From an optimization exercise on the open Yosys and OpenROAD flow, aimed at a short achievable clock period and few clock cycles per item; shortcuts taken in it are not production practice.
Function was checked by simulation only, so behaviour that the tests miss may differ from the original.
No activity file was given, so power comes from the tool's default toggle rates.

**design.v**
```verilog
package lbpt_pkg;
    localparam int TAG_W  = 24;
    localparam int SLOT_W = 6;
    typedef enum logic [1:0] {
        ACT_ACCESS,
        ACT_DIRTY,
        ACT_FREE,
        ACT_FLUSH
    } action_t;
    typedef enum logic [2:0] {
        ST_HIT,
        ST_MISS_FREE,
        ST_MISS_EVICT,
        ST_DIRTY_SET,
        ST_FREED,
        ST_NOT_RES,
        ST_FLUSH_ENTRY,
        ST_FLUSH_EMPTY
    } status_t;
    typedef enum logic [3:0] {
        S_IDLE,
        S_SCAN,
        S_DEC,
        S_WSTK,
        S_WVIC,
        S_EMIT,
        S_FSRCH,
        S_FRD,
        S_FEMIT
    } fsm_t;
endpackage
module lbpt_ram #(
    parameter int W = 8,
    parameter int D = 16
) (
    input  logic                 clk,
    input  logic                 we,
    input  logic [$clog2(D)-1:0] waddr,
    input  logic [W-1:0]         wdata,
    input  logic [$clog2(D)-1:0] raddr,
    output logic [W-1:0]         rdata
);
    logic [W-1:0] mem_reg [D];
    logic [W-1:0] rdata_reg;
    always_ff @(posedge clk)
    begin
        if (we)
        begin
            mem_reg[waddr] <= wdata;
        end
        rdata_reg <= mem_reg[raddr];
    end
    assign rdata = rdata_reg;
endmodule
module lru_buffer_pool_tags_core #(
    parameter int SLOTS = 16
) (
    input  logic              clk,
    input  logic              rst_n,
    input  logic              in_valid,
    output logic              in_ready,
    input  logic [1:0]        action,
    input  logic [lbpt_pkg::TAG_W-1:0]  block_number,
    output logic              out_valid,
    input  logic              out_ready,
    output logic [2:0]        status,
    output logic [lbpt_pkg::SLOT_W-1:0] slot,
    output logic [lbpt_pkg::TAG_W-1:0]  resident_block,
    output logic [lbpt_pkg::TAG_W-1:0]  evicted_block,
    output logic              write_back,
    output logic              last
);
    localparam int SW = $clog2(SLOTS);
    localparam int CW = $clog2(SLOTS + 1);
    localparam int TW = lbpt_pkg::TAG_W;
    localparam int RW = 3 + SW + TW + TW + 2;
    logic              s0_v;
    logic [1:0]        s0_act;
    logic [TW-1:0]     s0_blk;
    logic [SLOTS-1:0]  eq_reg;
    logic [SLOTS-1:0]  wrote_reg;
    logic              same_reg;
    logic [SLOTS-1:0]            valid_reg;
    logic [SLOTS-1:0]            dirty_reg;
    logic [SLOTS-1:0][TW-1:0]    tag_reg;
    logic [SLOTS-1:0][SLOTS-1:0] ord_reg;
    logic [SLOTS-1:0][SLOTS-1:0] stk_reg;
    logic [CW-1:0]               fcnt_reg;
    logic              fl_busy;
    logic [SLOTS-1:0]  rem_reg;
    logic [CW-1:0]     left_reg;
    logic              o_v, k_v;
    logic [RW-1:0]     o_r, k_r;
    logic [SLOTS-1:0]  hit_v;
    logic              any_hit;
    logic [SW-1:0]     hit_bin;
    logic              pool_full, pool_empty;
    logic [SLOTS-1:0]  top_oh;
    logic [SW-1:0]     top_bin;
    logic [SLOTS-1:0]  vic_oh;
    logic [SW-1:0]     vic_bin;
    logic [TW-1:0]     vic_tag;
    logic              vic_dirty;
    logic [SLOTS-1:0]  msel;
    logic [SLOTS-1:0]  rem_eff;
    logic [SLOTS-1:0]  nxt_oh;
    logic [SW-1:0]     nxt_bin;
    logic [TW-1:0]     nxt_tag;
    logic              fl_last;
    logic              go;
    logic              done;
    logic              is_acc, is_flu;
    logic              upd_acc;
    logic [SLOTS-1:0]  sel;
    logic [SLOTS-1:0]  tag_we;
    logic [SLOTS-1:0]  eq_in, eq_hold;
    logic              same_in, same_hold;
    logic [RW-1:0]     res;
    logic [2:0]        r_st;
    logic [SW-1:0]     r_sl;
    logic [TW-1:0]     r_res;
    logic [TW-1:0]     r_evc;
    logic              r_wb;
    logic              r_last;
    assign pool_full  = &valid_reg;
    assign pool_empty = ~|valid_reg;
    always_comb
    begin
        for (int i = 0; i < SLOTS; i++)
        begin
            hit_v[i] = valid_reg[i] && (wrote_reg[i] ? same_reg : eq_reg[i]);
        end
    end
    assign any_hit = |hit_v;
    always_comb
    begin
        for (int i = 0; i < SLOTS; i++)
        begin
            vic_oh[i] = 1'b1;
            for (int j = 0; j < SLOTS; j++)
            begin
                if (j != i && ord_reg[i][j]) vic_oh[i] = 1'b0;
            end
        end
    end
    assign rem_eff = fl_busy ? rem_reg : valid_reg;
    always_comb
    begin
        for (int i = 0; i < SLOTS; i++)
        begin
            nxt_oh[i] = rem_eff[i];
            for (int j = 0; j < SLOTS; j++)
            begin
                if (j != i && rem_eff[j] && !ord_reg[i][j]) nxt_oh[i] = 1'b0;
            end
        end
    end
    assign fl_last = fl_busy ? (left_reg == CW'(1)) : (fcnt_reg == CW'(SLOTS - 1));
    assign top_oh = stk_reg[0];
    always_comb
    begin
        hit_bin   = '0;
        top_bin   = '0;
        vic_bin   = '0;
        nxt_bin   = '0;
        vic_tag   = '0;
        nxt_tag   = '0;
        vic_dirty = 1'b0;
        for (int i = 0; i < SLOTS; i++)
        begin
            if (hit_v[i])  hit_bin = hit_bin | SW'(i);
            if (top_oh[i]) top_bin = top_bin | SW'(i);
            if (vic_oh[i]) vic_bin = vic_bin | SW'(i);
            if (nxt_oh[i]) nxt_bin = nxt_bin | SW'(i);
            if (vic_oh[i]) vic_tag = vic_tag | tag_reg[i];
            if (nxt_oh[i]) nxt_tag = nxt_tag | tag_reg[i];
            if (vic_oh[i]) vic_dirty = vic_dirty | dirty_reg[i];
        end
    end
    assign is_acc = (s0_act == 2'd0);
    assign is_flu = (s0_act == 2'd3);
    assign go       = s0_v && !k_v;
    assign done     = go && (!is_flu || pool_empty || fl_last);
    assign in_ready = !s0_v || done;
    assign upd_acc  = go && is_acc;
    assign msel = pool_full ? vic_oh : top_oh;
    assign sel  = any_hit ? hit_v : msel;
    assign tag_we = (upd_acc && !any_hit) ? msel : '0;
    always_comb
    begin
        r_st   = 3'd0;
        r_sl   = '0;
        r_res  = '0;
        r_evc  = '0;
        r_wb   = 1'b0;
        r_last = 1'b1;
        case (s0_act)
            2'd0:
            begin
                r_res = s0_blk;
                if (any_hit)
                begin
                    r_st = 3'd0;
                    r_sl = hit_bin;
                end
                else if (!pool_full)
                begin
                    r_st = 3'd1;
                    r_sl = top_bin;
                end
                else
                begin
                    r_st  = 3'd2;
                    r_sl  = vic_bin;
                    r_evc = vic_tag;
                    r_wb  = vic_dirty;
                end
            end
            2'd1, 2'd2:
            begin
                if (any_hit)
                begin
                    r_st  = (s0_act == 2'd1) ? 3'd3 : 3'd4;
                    r_sl  = hit_bin;
                    r_res = s0_blk;
                end
                else
                begin
                    r_st = 3'd5;
                end
            end
            default:
            begin
                if (pool_empty)
                begin
                    r_st = 3'd7;
                end
                else
                begin
                    r_st   = 3'd6;
                    r_sl   = nxt_bin;
                    r_res  = nxt_tag;
                    r_wb   = 1'b1;
                    r_last = fl_last;
                end
            end
        endcase
    end
    assign res = {r_st, r_sl, r_res, r_evc, r_wb, r_last};
    always_comb
    begin
        for (int i = 0; i < SLOTS; i++)
        begin
            eq_in[i]   = (tag_reg[i] == block_number);
            eq_hold[i] = (tag_reg[i] == s0_blk);
        end
    end
    assign same_in   = (block_number == s0_blk);
    assign same_hold = 1'b1;
    always_ff @(posedge clk or negedge rst_n)
    begin
        if (!rst_n)
        begin
            s0_v <= 1'b0;
        end
        else if (in_ready)
        begin
            s0_v <= in_valid;
        end
    end
    always_ff @(posedge clk)
    begin
        if (in_ready)
        begin
            s0_act   <= action;
            s0_blk   <= block_number;
            eq_reg   <= eq_in;
            same_reg <= same_in;
        end
        else
        begin
            eq_reg   <= eq_hold;
            same_reg <= same_hold;
        end
    end
    always_ff @(posedge clk or negedge rst_n)
    begin
        if (!rst_n)
        begin
            wrote_reg <= '0;
        end
        else
        begin
            wrote_reg <= tag_we;
        end
    end
    always_ff @(posedge clk or negedge rst_n)
    begin
        if (!rst_n)
        begin
            valid_reg <= '0;
            dirty_reg <= '0;
            fcnt_reg  <= CW'(SLOTS);
            for (int i = 0; i < SLOTS; i++)
            begin
                stk_reg[i] <= SLOTS'(1) << (SLOTS - 1 - i);
            end
            ord_reg   <= '0;
            fl_busy   <= 1'b0;
            rem_reg   <= '0;
            left_reg  <= '0;
        end
        else if (go)
        begin
            case (s0_act)
                2'd0:
                begin
                    for (int i = 0; i < SLOTS; i++)
                    begin
                        for (int j = 0; j < SLOTS; j++)
                        begin
                            if (j != i)
                            begin
                                if (sel[i])      ord_reg[i][j] <= 1'b1;
                                else if (sel[j]) ord_reg[i][j] <= 1'b0;
                            end
                        end
                    end
                    if (!any_hit)
                    begin
                        valid_reg <= valid_reg | msel;
                        dirty_reg <= dirty_reg & ~msel;
                        if (!pool_full)
                        begin
                            fcnt_reg <= fcnt_reg - CW'(1);
                            for (int i = 0; i < SLOTS - 1; i++)
                            begin
                                stk_reg[i] <= stk_reg[i + 1];
                            end
                        end
                    end
                end
                2'd1:
                begin
                    dirty_reg <= dirty_reg | hit_v;
                end
                2'd2:
                begin
                    if (any_hit)
                    begin
                        valid_reg <= valid_reg & ~hit_v;
                        dirty_reg <= dirty_reg & ~hit_v;
                        stk_reg[0] <= hit_v;
                        for (int i = 1; i < SLOTS; i++)
                        begin
                            stk_reg[i] <= stk_reg[i - 1];
                        end
                        fcnt_reg <= fcnt_reg + CW'(1);
                    end
                end
                default:
                begin
                    if (!pool_empty)
                    begin
                        fl_busy  <= !fl_last;
                        rem_reg  <= rem_eff & ~nxt_oh;
                        left_reg <= (fl_busy ? left_reg : (CW'(SLOTS) - fcnt_reg)) - CW'(1);
                    end
                end
            endcase
        end
    end
    always_ff @(posedge clk)
    begin
        for (int i = 0; i < SLOTS; i++)
        begin
            if (tag_we[i]) tag_reg[i] <= s0_blk;
        end
    end
    always_ff @(posedge clk or negedge rst_n)
    begin
        if (!rst_n)
        begin
            o_v <= 1'b0;
            k_v <= 1'b0;
        end
        else
        begin
            if (!o_v || out_ready)
            begin
                o_v <= k_v || go;
                k_v <= 1'b0;
            end
            else if (go)
            begin
                k_v <= 1'b1;
            end
        end
    end
    always_ff @(posedge clk)
    begin
        if (!o_v || out_ready)
        begin
            o_r <= k_v ? k_r : res;
        end
        if (!k_v)
        begin
            k_r <= res;
        end
    end
    assign out_valid = o_v;
    assign {status, slot, resident_block, evicted_block, write_back, last} =
        {o_r[RW-1 -: 3], 2'b00, o_r[RW-4 -: SW], o_r[2*TW+1:0]};
endmodule
```
**run.sh**
```bash
#!/bin/bash
# synth_recipe.tcl (not shown) runs the flow's synth.tcl, then flattens the netlist and writes it again
# the make line also repeats each setting of config.mk as NAME=value (left out here)
make -C /OpenROAD-flow-scripts/flow DESIGN_CONFIG=/design/flow/config.mk WORK_HOME=/design/flow/orfs CLKGATE_MAP_FILE= SYNTH_SCRIPT=/design/flow/synth_recipe.tcl finish
```
**config.mk**
```make
export PLATFORM = sky130hd
export DESIGN_NAME = lru_buffer_pool_tags_core
export DESIGN_NICKNAME = lru_buffer_pool_tags_core
export VERILOG_FILES = /design/flow/design.v
export SDC_FILE = /design/flow/constraint.sdc
export NUM_CORES = 4
export LEC_CHECK = 0
export ABC_CLOCK_PERIOD_IN_PS = 2500
export CAP_MARGIN = 20
export CORE_MARGIN = 2
export CORE_UTILIZATION = 40
export SETUP_SLACK_MARGIN = 2.5
export SLEW_MARGIN = 20
```
**constraint.sdc**
```tcl
create_clock -name core_clock -period 5.0 [get_ports {clk}]
set_input_delay 1.0000 -clock core_clock [delete_from_list [all_inputs] [get_ports {clk}]]
set_output_delay 1.0000 -clock core_clock [all_outputs]
set_load 0.01 [all_outputs]
```
==> results.json <==
{
  "status": "finished clean",
  "synthArstFlopShare_pct": 51.48,
  "routed_wirelength_mm": 318.2,
  "fin_crit_ns": 3.686,
  "yosys.cell_types.count": 75,
  "cts_buffers": 119,
  "rsz0062_at_grt": "true",
  "worstSetupPathType": "flop to flop",
  "fin_cells": 7635,
  "crit_path_max_fanout": 6,
  "fmax_ghz": 0.2713,
  "insertion_delay_ns": 0.83,
  "portBuffers": 88,
  "syn_inst": 4832,
  "ff2ff_path_depth": 16,
  "reg2reg_from": "valid_reg[1]$_DFFE_PN0P_",
  "hold_violations": 0,
  "rrSetupSlack_ns": 1.31,
  "cts_tree": "yes",
  "vias": 55004,
  "synth-edff-count": 467,
  "postSynthAreaPerCell_um2": 11.03,
  "drv_cap": 0,
  "largest_reg_flops": 384,
  "dr.first_iter.drc_count": 11583,
  "p_leak_nw": 34.06,
  "drive_gt1_share_pct": 46.00,
  "ys.flop_type": "dfrtp_1",
  "grt_antenna_before_repair": 22,
  "dp_hpwl_mm": 159.3,
  "die-area_um2": 136100,
  "grt_pass1_wl_mm": 412.7,
  "grt_start_max_net_pins": 103,
  "critical_path_arrival_ns": 4.21,
  "postRouteAntennaNets": 0,
  "synth_seq_cells": 1115,
  "synth_area_um2": 53280,
  "place_congestion": 1.154,
  "die_x_um": 369.0,
  "grtUsageTotal_pct": 43.50,
  "synth_top_area_share_pct": 26.32,
  "whs_ns": 0.2345,
  "clock_path_buffers": 3,
  "max_slew.worst_pin.slew_ns": 1.223,
  "wl_per_cell_um": 41.67,
  "cp.required_ns": 5.52,
  "grt_pass1_vias": 50473,
  "dpl.cell_count": 6587,
  "cts_hold_buffers": 0,
  "ys_warn_count": 1,
  "synth_top_area_cell": "edfxtp_1",
  "fp-row-count": 133,
  "synthTopCellsByCount": "836 x nand2_1, 557 x dfrtp_1, 467 x edfxtp_1, 352 x xor2_1, 297 x o21ai_0",
  "slew_headroom_pct": 18.46,
  "p_per_area_nw_per_um2": 271.8,
  "ys_seq_area_share_pct": 56.10,
  "grt.overflow.total": 0,
  "die_y_um": 369.0,
  "firstDrtPassIters": 17,
  "pin_count": 91,
  "n_fill_cell": 9076,
  "htreeDepth": 3,
  "synth.most_common_cell": "nand2_1",
  "clk_pin_slew_ns": 0.07,
  "tns_ns": 0,
  "core_area_um2": 131800,
  "timing.rr.end": "o_r[51]$_DFFE_PN_",
  "cts_sinks": 1115,
  "final.period_utilization_pct": 73.71,
  "viasPerCell": 7.204,
  "crit_path_start_kind": "flop",
  "finalClockSkew_ns": 0.08124,
  "initial_core_util_pct": 40.42,
  "crit_path_end_kind": "flop",
  "peakVddDrop_mv": 0.3474,
  "finalNetCount": 5803,
  "fin_util_pct": 63.16,
  "cts-root-buf": "clkbuf_16",
  "hold_path.class": "input port to asynchronous set/reset pin",
  "drv_slew": 0,
  "remaining_drc_errors": 0,
  "setup_violations": 0,
  "synth.area.top_cells": "edfxtp_1 26%, dfrtp_1 26%, nand2_1 5.9%",
  "area_delta_synth_final_pct": 56.23
}
==> where the power goes <==
part           leakage, nW  switching (mW)  total, mW  internal, mW
Sequential            12.8           0.220       9.94          9.72
Combinational         19.3            1.93       3.24          1.31
Clock                 1.95            4.16       9.45          5.28
Total                 34.1            6.32       22.6          16.3
==> cell families after synthesis <==
| logic type | share of synthesized area (%) |
|---|---|
| AOI/OAI and AO/OA | 12.81 |
| xor gates and xnor gates | 6.888 |
| adders and majority gates | 0.2959 |
| buffers and inverters | 3.323 |
| DFF | 56.10 |
| muxes | 6.021 |
| other | 0.007038 |
| and+or+nand+nor | 14.56 |
==> per-stage QoR <==
| stage | power [mW] | cell area, um^2 | setup WS (ns) |
|---|---|---|---|
| 6_report | 22.63 | 83240 | 1.314 |
| 5_1_grt | 23.00 | 83210 | 1.426 |
| 4_1_cts | 22.11 | 78120 | 1.546 |
| 3_5_place_dp | 12.17 | 57660 | 0.3710 |
| 3_3_place_gp | 12.16 | 57660 | 0.3966 |
| 2_1_floorplan | 11.23 | 54150 | 2.072 |
==> final cells by class <==
type	instances	area (um^2)	area share, %
diodes	17	42.54	0.05111
clock buffers	172	3379	4.060
clock inverters	51	675.6	0.8117
inverters	57	217.7	0.2615
multi-input cells	3323	29850	35.86
flip-flops and latches	1115	29930	35.96
well taps	1755	2196	2.638
repair buffers	1145	16950	20.36
==> worst max-delay path by stage <==
stage / from / endpoint / slack [ns] / depth (start not counted)
2_1_floorplan: fl_busy$_DFFE_PN0P_ / o_r[51]$_DFFE_PN_ / 2.07 / 11
3_3_place_gp: fl_busy$_DFFE_PN0P_ / o_r[31]$_DFFE_PN_ / 0.40 / 11
3_5_place_dp: fl_busy$_DFFE_PN0P_ / o_r[32]$_DFFE_PN_ / 0.37 / 11
4_1_cts: fcnt_reg[1]$_DFFE_PN0P_ / eq_reg[14]$_DFF_P_ / 1.55 / 15
5_1_grt: valid_reg[1]$_DFFE_PN0P_ / eq_reg[0]$_DFF_P_ / 1.43 / 14
6_report: valid_reg[1]$_DFFE_PN0P_ / o_r[51]$_DFFE_PN_ / 1.31 / 16
==> routing by layer <==
layer  wire (um)  global-route usage (%)  vias up
met2      121600                   57.95     6000
met3       55810                   24.18     2122
met5        1484                   4.808        -
met1      108500                   53.16    27122
li1            -                       -    19707
met4       30750                   28.10       53
==> cells in the final DEF (no fill, tap or decap), types with 39 or more instances in the layout <==
cell type / Yosys / layout
buf_4: 21 / 356
mux2i_4: 2 / 39
xor2_2: 0 / 43
o21ai_2: 1 / 223
nand3_1: 85 / 78
dfrtp_1: 557 / 536
mux2i_1: 270 / 242
buf_8: 0 / 56
dfxtp_1: 74 / 71
nand2_2: 0 / 322
a22oi_1: 227 / 207
o22ai_1: 109 / 66
buf_12: 1 / 224
clkbuf_16: 0 / 130
xnor2_1: 67 / 54
inv_1: 56 / 55
nor2_4: 0 / 39
edfxtp_1: 467 / 467
o21ai_1: 56 / 55
nor2_1: 109 / 57
nand2_4: 0 / 269
nor4_1: 91 / 64
buf_6: 13 / 211
xor2_1: 352 / 279
buf_16: 0 / 200
nand4_1: 152 / 152
a22o_1: 79 / 77
o21ai_4: 0 / 60
nand2_1: 836 / 243
dlygate4sd2_1: 0 / 40
==> critical path, stage by stage, from the launching register on <==
cell and delay [ns]:
dfrtp_2 0.46, buf_4 0.15, buf_6 0.13, buf_6 0.11, buf_6 0.12, buf_12 0.12, nand4_1 0.15, nor4_4 0.05
buf_6 0.15, buf_6 0.13, buf_16 0.13, nor4_1 0.51, nand4b_1 0.27, nand3_1 0.25, nand3_1 0.32, a22oi_2 0.25
o21ai_2 0.08
==> repair_timing <==
action                                  in CTS  in global routing
gates cloned                               187                  9
buffers inserted                           484                128
pin swaps                                  439                357
endpoints found under the setup margin    1167               1081
gates resized for setup                   1828                851
Testbench counts, summed over its fixed seeds: cycles 15,240, items 12,000.

-- re-timing with driven ports --
No port has a modelled driver above. Below, the same layout with a new extraction and two added sets of constraints.
Step 1 (the two cells are an assumption about what drives the block):
set clk [get_ports {clk}]
set_driving_cell -lib_cell sky130_fd_sc_hd__clkbuf_16 $clk
set_driving_cell -lib_cell sky130_fd_sc_hd__buf_2 [delete_from_list [all_inputs] $clk]
Step 2 moves the port delays by t, midway between the first and last clock arrival at a register: inputs arrive t later, outputs are due t later. That takes back most of the time a late clock gives input paths.
Three values: ideal, step 1, step 2; two values: the first two.
t (ns): 0.872
setup WS [ns]: 1.314 / 1.314 / 1.174
clock arrival spread, ns: 0.081 / 0.082
After both steps this run still meets setup and hold. The setup slack of this run moves by 0.000 ns with the drivers and by -0.140 ns with both steps.
